Context: an optimization exercise on an open-source flow, tuned for small area and a short achievable clock period. The choices shown serve that exercise and are no tape-out recipe. Power and IR drop assume default switching activity.

v56:
## foosball_top
module foosball_top (
   input  logic                     clk,
   input  logic                     reset,
   input  logic                     stop_ball,
   input  game_types_pkg::rod_btn_t left_btn,
   input  game_types_pkg::rod_btn_t right_btn,
   input  game_types_pkg::pixel_t   pix,
   output game_types_pkg::rgb_t     rgb,
   output logic                     score1,
   output logic                     score2
);
export LEC_CHECK = 0
export CAP_MARGIN = 20
export CORE_MARGIN = 2
export CORE_UTILIZATION = 40
export SLEW_MARGIN = 20
create_clock -name core_clock -period 13.0 [get_ports {clk}]
standard.sh (not shown) runs the stock make flow with config.mk's settings and CLKGATE_MAP_FILE= SYNTH_SCRIPT=/design/flow/synth_recipe.tcl, a recipe that flattens the netlist after the stock synthesis.
==> flow/flow/run.sh <==
#!/bin/bash
# Own layout flow: the standard synthesis, then the combinational logic between the
# registers is mapped again by ABC (registers, their names and cell types are kept as
# the standard synthesis made them): the logic in front of the rgb registers for delay,
# the rest for area. Then the standard layout steps from floorplan to finish.
set -euo pipefail
WORK=$(pwd)
HERE=$(cd "$(dirname "$0")" && pwd)
R=$WORK/orfs/results/$FLOW_PLATFORM/foosball_top/base
LIB=$FLOW_HOME/platforms/$FLOW_PLATFORM/lib/sky130_fd_sc_hd__tt_025C_1v80.lib
YOSYS=$FLOW_HOME/../tools/install/yosys/bin/yosys
[ -x "$YOSYS" ] || YOSYS=$(command -v yosys)

CRIT_SCRIPT=${CRIT_SCRIPT:-abc_speed.script}
REST_SCRIPT=${REST_SCRIPT:-abc_area.script}
LAYOUT_ARGS=()
[ -f "$HERE/flow.env" ] && source "$HERE/flow.env"

# 1. standard synthesis
bash standard.sh synth > "$WORK/log_1_synth.log" 2>&1
cp "$R/1_2_yosys.v" "$WORK/std_1_2_yosys.v"

# 2. remap the combinational logic
python3 "$HERE/genmodels.py" "$LIB" > "$WORK/comb_models.v"
DU=""
for c in $(sed -n '/DONT_USE_CELLS += /,/^$/p' "$FLOW_HOME/platforms/$FLOW_PLATFORM/config.mk" | grep -o 'sky130_fd_sc_hd__[a-z0-9_]*'); do
   DU="$DU -dont_use $c"
done
printf 'set_driving_cell sky130_fd_sc_hd__buf_1\nset_load 5\n' > "$WORK/abc.constr"
cat > "$WORK/remap.ys" <<EOY
read_liberty -lib $LIB
read_verilog $WORK/std_1_2_yosys.v
hierarchy -top $FLOW_TOP
techmap -map $WORK/comb_models.v
techmap
opt -purge
select -set dw c:u_render.rgb* %ci1:+sky130_fd_sc_hd__dfrtp_1[D] w:* %i
select -set crit @dw %ci*:-sky130_fd_sc_hd__dfrtp_1,sky130_fd_sc_hd__dfstp_2
select -set critg @crit t:\$_* %i
abc -liberty $LIB $DU -constr $WORK/abc.constr -script $HERE/$CRIT_SCRIPT @critg
abc -liberty $LIB $DU -constr $WORK/abc.constr -script $HERE/$REST_SCRIPT t:\$_*
opt_clean -purge
hilomap -singleton -hicell sky130_fd_sc_hd__conb_1 HI -locell sky130_fd_sc_hd__conb_1 LO
insbuf -buf sky130_fd_sc_hd__buf_4 A X
splitnets
opt_clean -purge
tee -o $WORK/remap_stat.txt stat -liberty $LIB
check -assert -mapped
write_verilog -noattr -noexpr -nohex -nodec $WORK/remap_1_2_yosys.v
EOY
"$YOSYS" -s "$WORK/remap.ys" > "$WORK/log_2_remap.log" 2>&1
cp "$WORK/remap_1_2_yosys.v" "$R/1_2_yosys.v"
rm -f "$R/1_synth.odb" "$R/1_synth.sdc"

# 3. the standard layout from the remapped netlist
bash standard.sh "${LAYOUT_ARGS[@]}" finish > "$WORK/log_3_layout.log" 2>&1
==> flow/flow/abc_speed.script <==
strash
dc2
balance; rewrite; refactor; balance; rewrite; rewrite -z; balance; refactor -z; rewrite -z; balance
dch -f
map
topo
stime -p
buffer -p
upsize
dnsize
stime -p
==> flow/flow/flow.env <==
CRIT_SCRIPT=abc_area.script
LAYOUT_ARGS=("BUFFER_PORTS_ARGS=-buffer_cell sky130_fd_sc_hd__buf_2")
Other scripts of this flow, unchanged in this note and not shown: flow/flow/abc_area.script, flow/flow/genmodels.py
Changes in v15 relative to v56:
==> flow/flow/flow.env <==

v15 ended up with a higher filler-free cell count of the finished design than v56 did.
Taking v56 over v15, the mapped cell area ratio works out to 0.917.
v15 vs. v56: post-synthesis to final-layout area growth went up by 2.0 points; wire length on met3 went down by 15%; cell area after layout went up by about 11%; final critical delay including setup and external delays went down by 0.57 ns.
Looking at highest net fanout along the worst path, v15 sits 2 above v56.
Routed wire length across v15 and v56: no real change.
### v15 -> v51
diff --git a/flow/flow/run.sh b/flow/flow/run.sh
--- a/flow/flow/run.sh
+++ b/flow/flow/run.sh
@@ -3,3 +3,3 @@
-# registers is mapped again by ABC (registers, their names and cell types are kept as
-# the standard synthesis made them): the logic in front of the rgb registers for delay,
-# the rest for area. Then the standard layout steps from floorplan to finish.
+# registers is mapped again by ABC with an area-oriented script (registers, their names
+# and cell types are kept as the standard synthesis made them), then the standard
+# layout steps from floorplan to finish.
@@ -14,5 +13,0 @@
-CRIT_SCRIPT=${CRIT_SCRIPT:-abc_speed.script}
-REST_SCRIPT=${REST_SCRIPT:-abc_area.script}
-LAYOUT_ARGS=()
-[ -f "$HERE/flow.env" ] && source "$HERE/flow.env"
-
@@ -26 +21 @@
-for c in $(sed -n '/DONT_USE_CELLS += /,/^$/p' "$FLOW_HOME/platforms/$FLOW_PLATFORM/config.mk" | grep -o 'sky130_fd_sc_hd__[a-z0-9_]*'); do
+for c in $(grep -o 'sky130_fd_sc_hd__[a-z0-9_]*' "$FLOW_HOME/platforms/$FLOW_PLATFORM/config.mk" | sort -u | grep -v 'conb\|buf_4\|fill_'); do
@@ -37,5 +32 @@
-select -set dw c:u_render.rgb* %ci1:+sky130_fd_sc_hd__dfrtp_1[D] w:* %i
-select -set crit @dw %ci*:-sky130_fd_sc_hd__dfrtp_1,sky130_fd_sc_hd__dfstp_2
-select -set critg @crit t:\$_* %i
-abc -liberty $LIB $DU -constr $WORK/abc.constr -script $HERE/$CRIT_SCRIPT @critg
-abc -liberty $LIB $DU -constr $WORK/abc.constr -script $HERE/$REST_SCRIPT t:\$_*
+abc -liberty $LIB $DU -constr $WORK/abc.constr -D 1500 -script $HERE/abc_area.script
@@ -56 +47 @@
-bash standard.sh "${LAYOUT_ARGS[@]}" finish > "$WORK/log_3_layout.log" 2>&1
+bash standard.sh finish > "$WORK/log_3_layout.log" 2>&1
removed: flow/flow/abc_speed.script
removed: flow/flow/flow.env
- Against v15, v51 comes in 0.03 ns higher on clock transition time at the flip-flop clock pins of the worst setup and hold paths.
- Count of placed standard cells including taps went down by more than 10% going from v15 to v51.
- Clock-buffer cell count for v51 is lower than for v15.
- v51 reports a higher endpoint arrival time on the critical path than v15 does.
- Compared v51 vs v15, and minimum setup slack in the final design is down in v51.
- Diff v15 -> v51: met2 track demand over resource in global routing increased 1.4 points, routed wire length decreased about 14%.
For v1, these inputs were changed with respect to v51:
diff --git a/flow/flow/run.sh b/flow/flow/run.sh
--- a/flow/flow/run.sh
+++ b/flow/flow/run.sh
@@ -3,3 +3,3 @@
-# registers is mapped again by ABC with an area-oriented script (registers, their names
-# and cell types are kept as the standard synthesis made them), then the standard
-# layout steps from floorplan to finish.
+# registers is mapped again by ABC (registers, their names and cell types are kept as
+# the standard synthesis made them): the logic in front of the rgb registers for delay,
+# the rest for area. Then the standard layout steps from floorplan to finish.
@@ -13,0 +14,5 @@
+CRIT_SCRIPT=${CRIT_SCRIPT:-abc_speed.script}
+REST_SCRIPT=${REST_SCRIPT:-abc_area.script}
+LAYOUT_ARGS=()
+[ -f "$HERE/flow.env" ] && source "$HERE/flow.env"
+
@@ -21 +26 @@
-for c in $(grep -o 'sky130_fd_sc_hd__[a-z0-9_]*' "$FLOW_HOME/platforms/$FLOW_PLATFORM/config.mk" | sort -u | grep -v 'conb\|buf_4\|fill_'); do
+for c in $(sed -n '/DONT_USE_CELLS += /,/^$/p' "$FLOW_HOME/platforms/$FLOW_PLATFORM/config.mk" | grep -o 'sky130_fd_sc_hd__[a-z0-9_]*'); do
@@ -32 +37,5 @@
-abc -liberty $LIB $DU -constr $WORK/abc.constr -D 1500 -script $HERE/abc_area.script
+select -set dw c:u_render.rgb* %ci1:+sky130_fd_sc_hd__dfrtp_1[D] w:* %i
+select -set crit @dw %ci*:-sky130_fd_sc_hd__dfrtp_1,sky130_fd_sc_hd__dfstp_2
+select -set critg @crit t:\$_* %i
+abc -liberty $LIB $DU -constr $WORK/abc.constr -script $HERE/$CRIT_SCRIPT @critg
+abc -liberty $LIB $DU -constr $WORK/abc.constr -script $HERE/$REST_SCRIPT t:\$_*
@@ -47 +56 @@
-bash standard.sh finish > "$WORK/log_3_layout.log" 2>&1
+bash standard.sh "${LAYOUT_ARGS[@]}" finish > "$WORK/log_3_layout.log" 2>&1
==> flow/flow/abc_speed.script (new file) <==
strash
dc2
balance; rewrite; refactor; balance; rewrite; rewrite -z; balance; refactor -z; rewrite -z; balance
dch -f
map
topo
stime -p
buffer -p
upsize
dnsize
stime -p
==> flow/flow/flow.env (new file) <==
LAYOUT_ARGS=("BUFFER_PORTS_ARGS=-buffer_cell sky130_fd_sc_hd__buf_2" "SETUP_SLACK_MARGIN=8")
[summary]
v1 completed; timing, DRC and antenna clean
On number of vias per cell after detailed routing, the lower figure sits with v1, not v51.
Cell area | v1 vs v51 | v1 larger
Global-route usage ended up 1.7 points lower on v1 than on v51.
From v1 to v51, buffer levels on the longest clock path did not move at all.
Compared v51 against v1; clock latency on the worst-skew pair within noise.
> inputs changed (v1 -> v45)
==> flow/flow/flow.env <==
LAYOUT_ARGS=("BUFFER_PORTS_ARGS=-buffer_cell sky130_fd_sc_hd__buf_2")
### Flow results
- Compared v1 against v45; final routed wire length divided by cell count within noise.
- v1 → v45: share of cell area taken by multi-input logic gates comparable, worst setup skew after layout comparable.
- As far as power goes, v1 and v45 are indistinguishable; the numbers are identical.
- Comparing v1 against v45, there is no change at all in layout multi-input combinational cell count.
- On total DRC errors in the routed layout, v45 and v1 are neck and neck.
- Status: clock transition at the registers of the reported paths parity (v1, v45)
No run of this note included a check of the RTL's function; only the layout flow was run.

what the ideal ports hide:
Ports are ideal in the flow. The routed layouts listed here were re-timed in OpenROAD. Step 1 assumes that a clkbuf_16 drives the clock port and a buf_2 every other input. Step 2, shift: input delay + t, output delay - t, t = (earliest + latest rising clock arrival at the registers) / 2. This alone moves slack from input paths to output paths. a / b / c = ideal / step 1 / step 2; a / b = the first two.
run	shift t [ns]	setup slack, ns	worst hold slack (ns)
v56	0.343	7.348 / 7.363 / 7.020	0.380 / 0.380 / 0.380
v15	0.338	7.923 / 7.927 / 7.589	0.375 / 0.375 / 0.375
v51	0.348	6.917 / 6.928 / 6.579	0.387 / 0.387 / 0.387
v1	0.343	8.443 / 8.463 / 8.120	0.376 / 0.376 / 0.376
v45	0.343	8.443 / 8.463 / 8.120	0.376 / 0.376 / 0.376
After both steps setup and hold are still met in every run listed. The setup slack of v51, which loses most, moves by +0.011 ns with the drivers and by -0.338 ns with both steps.
